Context: an optimization exercise on an open-source flow, tuned for small area and a short achievable clock period. The choices shown serve that exercise and are no tape-out recipe.
In this exercise RTL edits were held to simulation tests only and were not proved equivalent to the original.
No activity file was given, so power comes from the tool's default toggle rates.

==> flow/design.v <==
package riscv_pipe_pkg;
	typedef logic [32-1:0] word_t;
	typedef logic [5-1:0] reg_addr_t;
	typedef enum logic [6:0] {
		OPC_OP     = 7'b0110011,	 
		OPC_OP_IMM = 7'b0010011,	 
		OPC_LUI    = 7'b0110111
	} opcode_e;
	typedef enum logic [3:0] {
		ALU_ADD    = 4'd0,
		ALU_SUB    = 4'd1,
		ALU_SLT    = 4'd2,
		ALU_SLTU   = 4'd3,
		ALU_XOR    = 4'd4,
		ALU_OR     = 4'd5,
		ALU_AND    = 4'd6,
		ALU_SRL    = 4'd7,
		ALU_SLL    = 4'd8,
		ALU_SRA    = 4'd9,
		ALU_PASS_B = 4'd10	 
	} alu_op_e;
	typedef struct packed {
		logic [6:0] funct7;
		reg_addr_t  rs2;
		reg_addr_t  rs1;
		logic [2:0] funct3;
		reg_addr_t  rd;
		logic [6:0] opcode;	 
	} instr_t;
	typedef struct packed {
		logic      valid;
		alu_op_e   alu_op;
		logic      use_imm;
		reg_addr_t rs1;
		reg_addr_t rs2;
		reg_addr_t rd;
		word_t     rs1_data;
		word_t     rs2_data;
		word_t     imm;
	} ex_ctrl_t;
	typedef struct packed {
		logic      valid;
		reg_addr_t rd;
		word_t     data;
	} wb_t;
endpackage
module reg_file (
	input  logic                    clk,
	input  logic                    reset,
	input  riscv_pipe_pkg::reg_addr_t rs1,
	input  riscv_pipe_pkg::reg_addr_t rs2,
	output riscv_pipe_pkg::word_t   rs1_data,
	output riscv_pipe_pkg::word_t   rs2_data,
	input  riscv_pipe_pkg::wb_t     wb
);
	riscv_pipe_pkg::word_t regs [0:32-1];
	logic  wr_en;
	assign wr_en = wb.valid && (wb.rd != '0);	 
	always_ff @(posedge clk) begin
		if (reset) begin
			for (int i = 0; i < 32; i++) begin
				regs[i] <= '0;
			end
		end else if (wr_en) begin
			regs[wb.rd] <= wb.data;
		end
	end
	assign rs1_data = (wr_en && wb.rd == rs1) ? wb.data : regs[rs1];
	assign rs2_data = (wr_en && wb.rd == rs2) ? wb.data : regs[rs2];
endmodule
module alu (
	input  riscv_pipe_pkg::word_t   a,
	input  riscv_pipe_pkg::word_t   b,
	input  riscv_pipe_pkg::alu_op_e op,
	output riscv_pipe_pkg::word_t   result
);
	logic [5-1:0] shamt;
	logic                lt_signed;
	logic                lt_unsigned;
	assign shamt       = b[5-1:0];
	assign lt_signed   = $signed(a) < $signed(b);
	assign lt_unsigned = a < b;
	always_comb begin
		case (op)
			riscv_pipe_pkg::ALU_ADD:    result = a + b;
			riscv_pipe_pkg::ALU_SUB:    result = a - b;
			riscv_pipe_pkg::ALU_SLT:    result = {{(32-1){1'b0}}, lt_signed};
			riscv_pipe_pkg::ALU_SLTU:   result = {{(32-1){1'b0}}, lt_unsigned};
			riscv_pipe_pkg::ALU_XOR:    result = a ^ b;
			riscv_pipe_pkg::ALU_OR:     result = a | b;
			riscv_pipe_pkg::ALU_AND:    result = a & b;
			riscv_pipe_pkg::ALU_SRL:    result = a >> shamt;
			riscv_pipe_pkg::ALU_SLL:    result = a << shamt;
			riscv_pipe_pkg::ALU_SRA:    result = $signed(a) >>> shamt;	 
			riscv_pipe_pkg::ALU_PASS_B: result = b;
			default:    result = '0;
		endcase
	end
endmodule
module decode_stage (
	input  logic                     clk,
	input  logic                     reset,
	input  logic                     instr_valid,
	input  riscv_pipe_pkg::instr_t   instr,
	input  riscv_pipe_pkg::wb_t      wb,
	output riscv_pipe_pkg::ex_ctrl_t ex_ctrl
);
	logic     fd_valid;
	riscv_pipe_pkg::instr_t   fd_instr;
	riscv_pipe_pkg::ex_ctrl_t dec;
	logic     legal;
	riscv_pipe_pkg::word_t    rs1_data;
	riscv_pipe_pkg::word_t    rs2_data;
	function automatic riscv_pipe_pkg::alu_op_e funct3_op(input logic [2:0] funct3, input logic alt);
		riscv_pipe_pkg::alu_op_e op;
		case (funct3)
			3'b000:  op = alt ? riscv_pipe_pkg::ALU_SUB : riscv_pipe_pkg::ALU_ADD;
			3'b001:  op = riscv_pipe_pkg::ALU_SLL;
			3'b010:  op = riscv_pipe_pkg::ALU_SLT;
			3'b011:  op = riscv_pipe_pkg::ALU_SLTU;
			3'b100:  op = riscv_pipe_pkg::ALU_XOR;
			3'b101:  op = alt ? riscv_pipe_pkg::ALU_SRA : riscv_pipe_pkg::ALU_SRL;
			3'b110:  op = riscv_pipe_pkg::ALU_OR;
			default: op = riscv_pipe_pkg::ALU_AND;
		endcase
		funct3_op = op;
	endfunction
	always_ff @(posedge clk) begin
		if (reset) begin
			fd_valid <= 1'b0;
		end else begin
			fd_valid <= instr_valid;
		end
	end
	always_ff @(posedge clk) begin
		if (instr_valid) begin
			fd_instr <= instr;
		end
	end
	reg_file u_reg_file (
		.clk      (clk),
		.reset    (reset),
		.rs1      (fd_instr.rs1),
		.rs2      (fd_instr.rs2),
		.rs1_data (rs1_data),
		.rs2_data (rs2_data),
		.wb       (wb)
	);
	always_comb begin
		legal       = 1'b0;
		dec.use_imm = 1'b0;
		dec.alu_op  = riscv_pipe_pkg::ALU_ADD;
		dec.imm     = {{(32-12){fd_instr.funct7[6]}}, fd_instr.funct7, fd_instr.rs2};	 
		case (fd_instr.opcode)
			riscv_pipe_pkg::OPC_OP: begin
				legal = (fd_instr.funct7 == 7'b0000000) ||
					(fd_instr.funct7 == 7'b0100000 &&
					(fd_instr.funct3 == 3'b000 || fd_instr.funct3 == 3'b101));
				dec.alu_op = funct3_op(fd_instr.funct3, fd_instr.funct7[5]);
			end
			riscv_pipe_pkg::OPC_OP_IMM: begin
				dec.use_imm = 1'b1;
				case (fd_instr.funct3)
					3'b001:  legal = (fd_instr.funct7 == 7'b0000000);
					3'b101:  legal = (fd_instr.funct7 == 7'b0000000) ||
						(fd_instr.funct7 == 7'b0100000);
					default: legal = 1'b1;	 
				endcase
				dec.alu_op = funct3_op(fd_instr.funct3,
					fd_instr.funct3 == 3'b101 && fd_instr.funct7[5]);
			end
			riscv_pipe_pkg::OPC_LUI: begin
				legal       = 1'b1;
				dec.use_imm = 1'b1;
				dec.alu_op  = riscv_pipe_pkg::ALU_PASS_B;
				dec.imm     = {fd_instr.funct7, fd_instr.rs2, fd_instr.rs1,
					fd_instr.funct3, 12'b0};
			end
			default: legal = 1'b0;	 
		endcase
		dec.valid    = fd_valid && legal;
		dec.rs1      = fd_instr.rs1;
		dec.rs2      = fd_instr.rs2;
		dec.rd       = fd_instr.rd;
		dec.rs1_data = rs1_data;
		dec.rs2_data = rs2_data;
	end
	always_ff @(posedge clk) begin
		if (reset) begin
			ex_ctrl <= '0;
		end else begin
			ex_ctrl <= dec;
		end
	end
endmodule
module execute_stage (
	input  logic                     clk,
	input  logic                     reset,
	input  riscv_pipe_pkg::ex_ctrl_t ex_ctrl,
	output riscv_pipe_pkg::wb_t      mem_res,
	output riscv_pipe_pkg::wb_t      wb
);
	riscv_pipe_pkg::word_t opnd_a;
	riscv_pipe_pkg::word_t rs2_fwd;
	riscv_pipe_pkg::word_t opnd_b;
	riscv_pipe_pkg::word_t alu_result;
	function automatic riscv_pipe_pkg::word_t forward(
		input riscv_pipe_pkg::reg_addr_t rs,
		input riscv_pipe_pkg::word_t     rf_data,
		input riscv_pipe_pkg::wb_t       mem_src,
		input riscv_pipe_pkg::wb_t       wb_src
	);
		riscv_pipe_pkg::word_t data;
		if (mem_src.valid && mem_src.rd != '0 && mem_src.rd == rs) begin
			data = mem_src.data;	 
		end else if (wb_src.valid && wb_src.rd != '0 && wb_src.rd == rs) begin
			data = wb_src.data;	 
		end else begin
			data = rf_data;
		end
		forward = data;
	endfunction
	assign opnd_a  = forward(ex_ctrl.rs1, ex_ctrl.rs1_data, mem_res, wb);
	assign rs2_fwd = forward(ex_ctrl.rs2, ex_ctrl.rs2_data, mem_res, wb);
	assign opnd_b  = ex_ctrl.use_imm ? ex_ctrl.imm : rs2_fwd;
	alu u_alu (
		.a      (opnd_a),
		.b      (opnd_b),
		.op     (ex_ctrl.alu_op),
		.result (alu_result)
	);
	always_ff @(posedge clk) begin
		if (reset) begin
			mem_res <= '0;
		end else begin
			mem_res.valid <= ex_ctrl.valid;
			mem_res.rd    <= ex_ctrl.rd;
			mem_res.data  <= alu_result;
		end
	end
	always_ff @(posedge clk) begin
		if (reset) begin
			wb <= '0;
		end else begin
			wb <= mem_res;
		end
	end
endmodule
module riscv_pipe (
	input  logic        clk,
	input  logic        reset,
	input  logic        instr_valid,
	input  logic [31:0] instr,
	output logic        wb_valid,
	output logic [4:0]  wb_rd,
	output logic [31:0] wb_data
);
	riscv_pipe_pkg::ex_ctrl_t ex_ctrl;
	riscv_pipe_pkg::wb_t      mem_res;
	riscv_pipe_pkg::wb_t      wb;
	riscv_pipe_pkg::instr_t   instr_s;
	assign instr_s  = instr;
	assign wb_valid = wb.valid;
	assign wb_rd    = wb.rd;
	assign wb_data  = wb.data;
	decode_stage u_decode (
		.clk         (clk),
		.reset       (reset),
		.instr_valid (instr_valid),
		.instr       (instr_s),
		.wb          (wb),	 
		.ex_ctrl     (ex_ctrl)
	);
	execute_stage u_execute (
		.clk     (clk),
		.reset   (reset),
		.ex_ctrl (ex_ctrl),
		.mem_res (mem_res),
		.wb      (wb)
	);
endmodule
==> flow/run.sh <==
#!/bin/bash
# synth_recipe.tcl (not shown) runs the flow's synth.tcl, then flattens the netlist and writes it again
# the make line also repeats each setting of config.mk as NAME=value (left out here)
make -C /OpenROAD-flow-scripts/flow DESIGN_CONFIG=/design/flow/config.mk WORK_HOME=/design/flow/orfs CLKGATE_MAP_FILE= SYNTH_SCRIPT=/design/flow/synth_recipe.tcl finish
==> flow/config.mk <==
export PLATFORM = sky130hd
export DESIGN_NAME = riscv_pipe
export DESIGN_NICKNAME = riscv_pipe
export VERILOG_FILES = /design/flow/design.v
export SDC_FILE = /design/flow/constraint.sdc
export NUM_CORES = 4
export LEC_CHECK = 0
export CAP_MARGIN = 20
export CORE_MARGIN = 2
export CORE_UTILIZATION = 40
export SLEW_MARGIN = 20
==> flow/constraint.sdc <==
create_clock -name core_clock -period 6.5 [get_ports {clk}]
set_input_delay 1.3000 -clock core_clock [delete_from_list [all_inputs] [get_ports {clk}]]
set_output_delay 1.3000 -clock core_clock [all_outputs]
set_load 0.01 [all_outputs]
==> summary.txt <==
==> layer usage <==
metal | global-route usage [%] | vias to the layer above | share of wire [%] | wire length (µm)
met5 | 0 | - | 0.011 | 27
met4 | 13.0 | 4 | 5.3 | 13500
li1 | - | 20606 | - | -
met1 | 34.9 | 25502 | 38 | 97100
met2 | 45.0 | 2769 | 48 | 123000
met3 | 4.79 | 646 | 8.3 | 21000
==> area by class of cell <==
type / instances / area, µm² / share of cell area (%)
Timing Repair Buffer: 277 / 2420 / 3.03
Antenna cell: 6 / 15.0 / 0.0188
Clock buffer: 188 / 3850 / 4.82
Tap cell: 2355 / 2950 / 3.69
Inverter: 103 / 390 / 0.488
Multi-Input combinational cell: 3589 / 34100 / 42.6
Sequential cell: 1250 / 35600 / 44.5
Clock inverter: 77 / 652 / 0.815
==> sequential cells by signal, summed over array words and instances (netlist names) <==
signal	cells
u_decode.ex_ctrl	117
u_decode.fd_instr	32
u_decode.u_reg_file.regs	1024
u_execute.wb	38
u_decode.fd_valid	1
u_execute.mem_res	38
==> per-stage QoR <==
step                area, µm²  worst slack [ps]  utilization [%]  hold slack (ps)
detailed placement      75400               601             42.2              442
global placement        75400               562             42.2              444
finish                  79900               384             44.7              460
floorplan               72200              1010                -              414
CTS                     79900               579             44.7              460
global route            79900              93.1             44.7              477
==> cells by family after synthesis <==
family                   after synthesis  share of synthesized area (%)
buffers and inverters                671                           3.94
multiplexers                         827                           22.7
AO/OA/AOI/OAI                        826                           7.99
flip-flops                          1250                           49.4
adder cells (fa/ha/maj)              106                           1.86
XOR/XNOR                              40                          0.486
AND/OR/NAND/NOR                     1758                           13.7
other                                  1                        0.00520
==> worst max-delay path: stages (launching register included) <==
cell	delay, ps
dfxtp_1	640
or3_1	350
o311ai_4	140
nor2_4	370
mux2i_1	230
a211oi_1	100
a21oi_1	320
inv_1	140
ha_1	490
nor2b_1	100
or4_1	400
o21ai_1	220
o22ai_1	110
buf_4	170
a2111oi_0	720
o41a_1	420
o31ai_1	160
a31oi_1	230
o21ai_1	110
mux2i_1	140
o41a_1	420
==> worst max-delay path by stage <==
stage | start | end
floorplan | u_execute.mem_res[35] | u_execute.mem_res[30]
global placement | u_execute.wb[35] | u_execute.mem_res[0]
detailed placement | u_execute.wb[35] | u_execute.mem_res[0]
CTS | u_execute.wb[35] | u_execute.mem_res[0]
global route | u_execute.wb[36] | u_execute.mem_res[19]
finish | u_execute.wb[36] | u_execute.mem_res[30]
==> power by group <==
| part | switching (mW) | internal (mW) | total [mW] | leakage (nW) |
|---|---|---|---|---|
| logic | 2.60 | 1.63 | 4.22 | 14.1 |
| clock network | 3.48 | 4.39 | 7.87 | 2.21 |
| registers | 0.255 | 9.05 | 9.30 | 12.5 |
==> cells in the mapped netlist, types with 46 or more instances <==
master,number
edfxtp_1,1056
and2_1,1006
mux4_2,641
clkbuf_1,402
nor2_1,263
dfxtp_1,194
a21oi_1,184
mux2i_1,167
nand2_1,151
a211oi_1,129
o21ai_0,119
ha_1,104
inv_1,97
nor3_1,87
buf_1,73
nor2b_1,71
nand3_1,49
buf_4,46
==> flow_metrics.env <==
export IMPL_run_status="finished clean"
export IMPL_worst_hold_startpoint="u_decode.fd_instr[10]"
export IMPL_grt_pass1_vias=49151
export IMPL_hold_viol_final=0
export IMPL_placementRows=155
export IMPL_grt_max_degree=130
export IMPL_placed_cells=7574
export IMPL_syn_instance_count=5479
export IMPL_post_route_period_util_pct=94.1
export IMPL_clock_root_buffer="clkbuf_16"
export IMPL_synth_area_um2=72100
export IMPL_holdCritPathClass="reg -> reg"
export IMPL_syn_to_final_growth_pct=10.9
export IMPL_yosysSeqAreaShare_pct=49.4
export IMPL_avgSynthCellArea_um2=13.2
export IMPL_maxSlewHeadroom_pct=22.3
export IMPL_tns_ps=0
export IMPL_antenna_found_initial=13
export IMPL_yosysTopAreaCellShare_pct=44.0
export IMPL_io_pins=73
export IMPL_post_cts_setup_buffers=0
export IMPL_vias_per_cell=6.31
export IMPL_tightest_slew_ps=1160
export IMPL_final_common_cell="edfxtp_1"
export IMPL_core_um2=179000
export IMPL_dieArea_um2=184000
export IMPL_p_leak_nw=28.7
export IMPL_synthDistinctLibCells=114
export IMPL_r2r_end="u_execute.mem_res[30]"
export IMPL_synth_edff_count=1056
export IMPL_yosys_warnings=4
export IMPL_clock_fmax_ghz=0.164
export IMPL_critical_path_class="reg -> reg"
export IMPL_post_route_drc_count=0
export IMPL_holdPathStages=1
export IMPL_reg2reg_from="u_execute.wb[36]"
export IMPL_fp_dieH_um=429
export IMPL_yosysTopAreaCell="edfxtp_1"
export IMPL_hold_buffers=0
export IMPL_synth_seq_cells=1250
export IMPL_p_per_area_nw_per_um2=268
export IMPL_drt_iter0_drc=6652
export IMPL_cts_resized=0
export IMPL_finalPower_mw=21.4
export IMPL_grt_pass1_wl_um=362000
export IMPL_gp_congestion=1.01
export IMPL_path_clk_slew_ps=60
export IMPL_routed_wirelength_um=254000
export IMPL_first_pass_iters=6
export IMPL_clk_latency_ps=830
export IMPL_grt_setup_unrepaired="false"
export IMPL_wl_per_cell_um=32.4
export IMPL_fin_crit_ps=6120
export IMPL_max_vdd_ir_drop_v=0.000277
export IMPL_htree_num_levels=4
export IMPL_end_kind="register"
export IMPL_hold_end="u_decode.ex_ctrl[99]"
export IMPL_ant_nets=0
export IMPL_port_buffers=72
export IMPL_cp_required_ps=7200
export IMPL_track_usage_pct=27.3
export IMPL_stdcell_count=7845
export IMPL_slew_violations=0
export IMPL_layout_drive_gt1_share_pct=22.0
export IMPL_r2r_cells=20
export IMPL_dp_hpwl_um=159000
export IMPL_dieWidth_um=429
export IMPL_vias=49527
export IMPL_grt_overflow=0
export IMPL_arrival_ps=6820
export IMPL_cts_tree="yes"
export IMPL_r2r_slack_ps=380
export IMPL_synth_flop_cell="edfxtp_1"
export IMPL_final_cell_mix="edfxtp_1 (1056), and2_1 (1006), mux4_2 (641)"
export IMPL_cts_max_path_buffers=3
export IMPL_nNetsFinal=5505
export IMPL_clock_sinks=1250
export IMPL_skew_ps=46.0
export IMPL_cts_buffers=143
export IMPL_worstPathMaxFanout=13
export IMPL_startpoint_type="register"
export IMPL_start_util_pct=40.3
export IMPL_cap_viol_max_count=0
export IMPL_synth_area_leaders="edfxtp_1 (44%), mux4_2 (20%), and2_1 (8.7%)"
export IMPL_ys_async_sr_fraction_pct=0
export IMPL_n_fill_cell=15880
export IMPL_setup_viol=0

static timing again, ports no longer ideal:
The results above use ideal ports. As a check the final layout listed here was re-extracted and re-timed, cells and wires unchanged.
Step 1 (the two cells are an assumption about what drives the block):
set clk [get_ports {clk}]
set_driving_cell -lib_cell sky130_fd_sc_hd__clkbuf_16 $clk
set_driving_cell -lib_cell sky130_fd_sc_hd__buf_2 [delete_from_list [all_inputs] $clk]
Step 2 moves the port delays by t, midway between the first and last clock arrival at a register: inputs arrive t later, outputs are due t later. That takes back most of the time a late clock gives input paths.
Slacks: ideal ports / drivers / drivers and shift; pairs: ideal ports / drivers.
shift t [ns]: 0.882
setup slack, ns: 0.384 / 0.384 / 0.384
hold WS [ns]: 0.460 / 0.460 / 0.460
After both steps this run still meets setup and hold. The setup slack of this run moves by 0.000 ns with the drivers and by 0.000 ns with both steps.
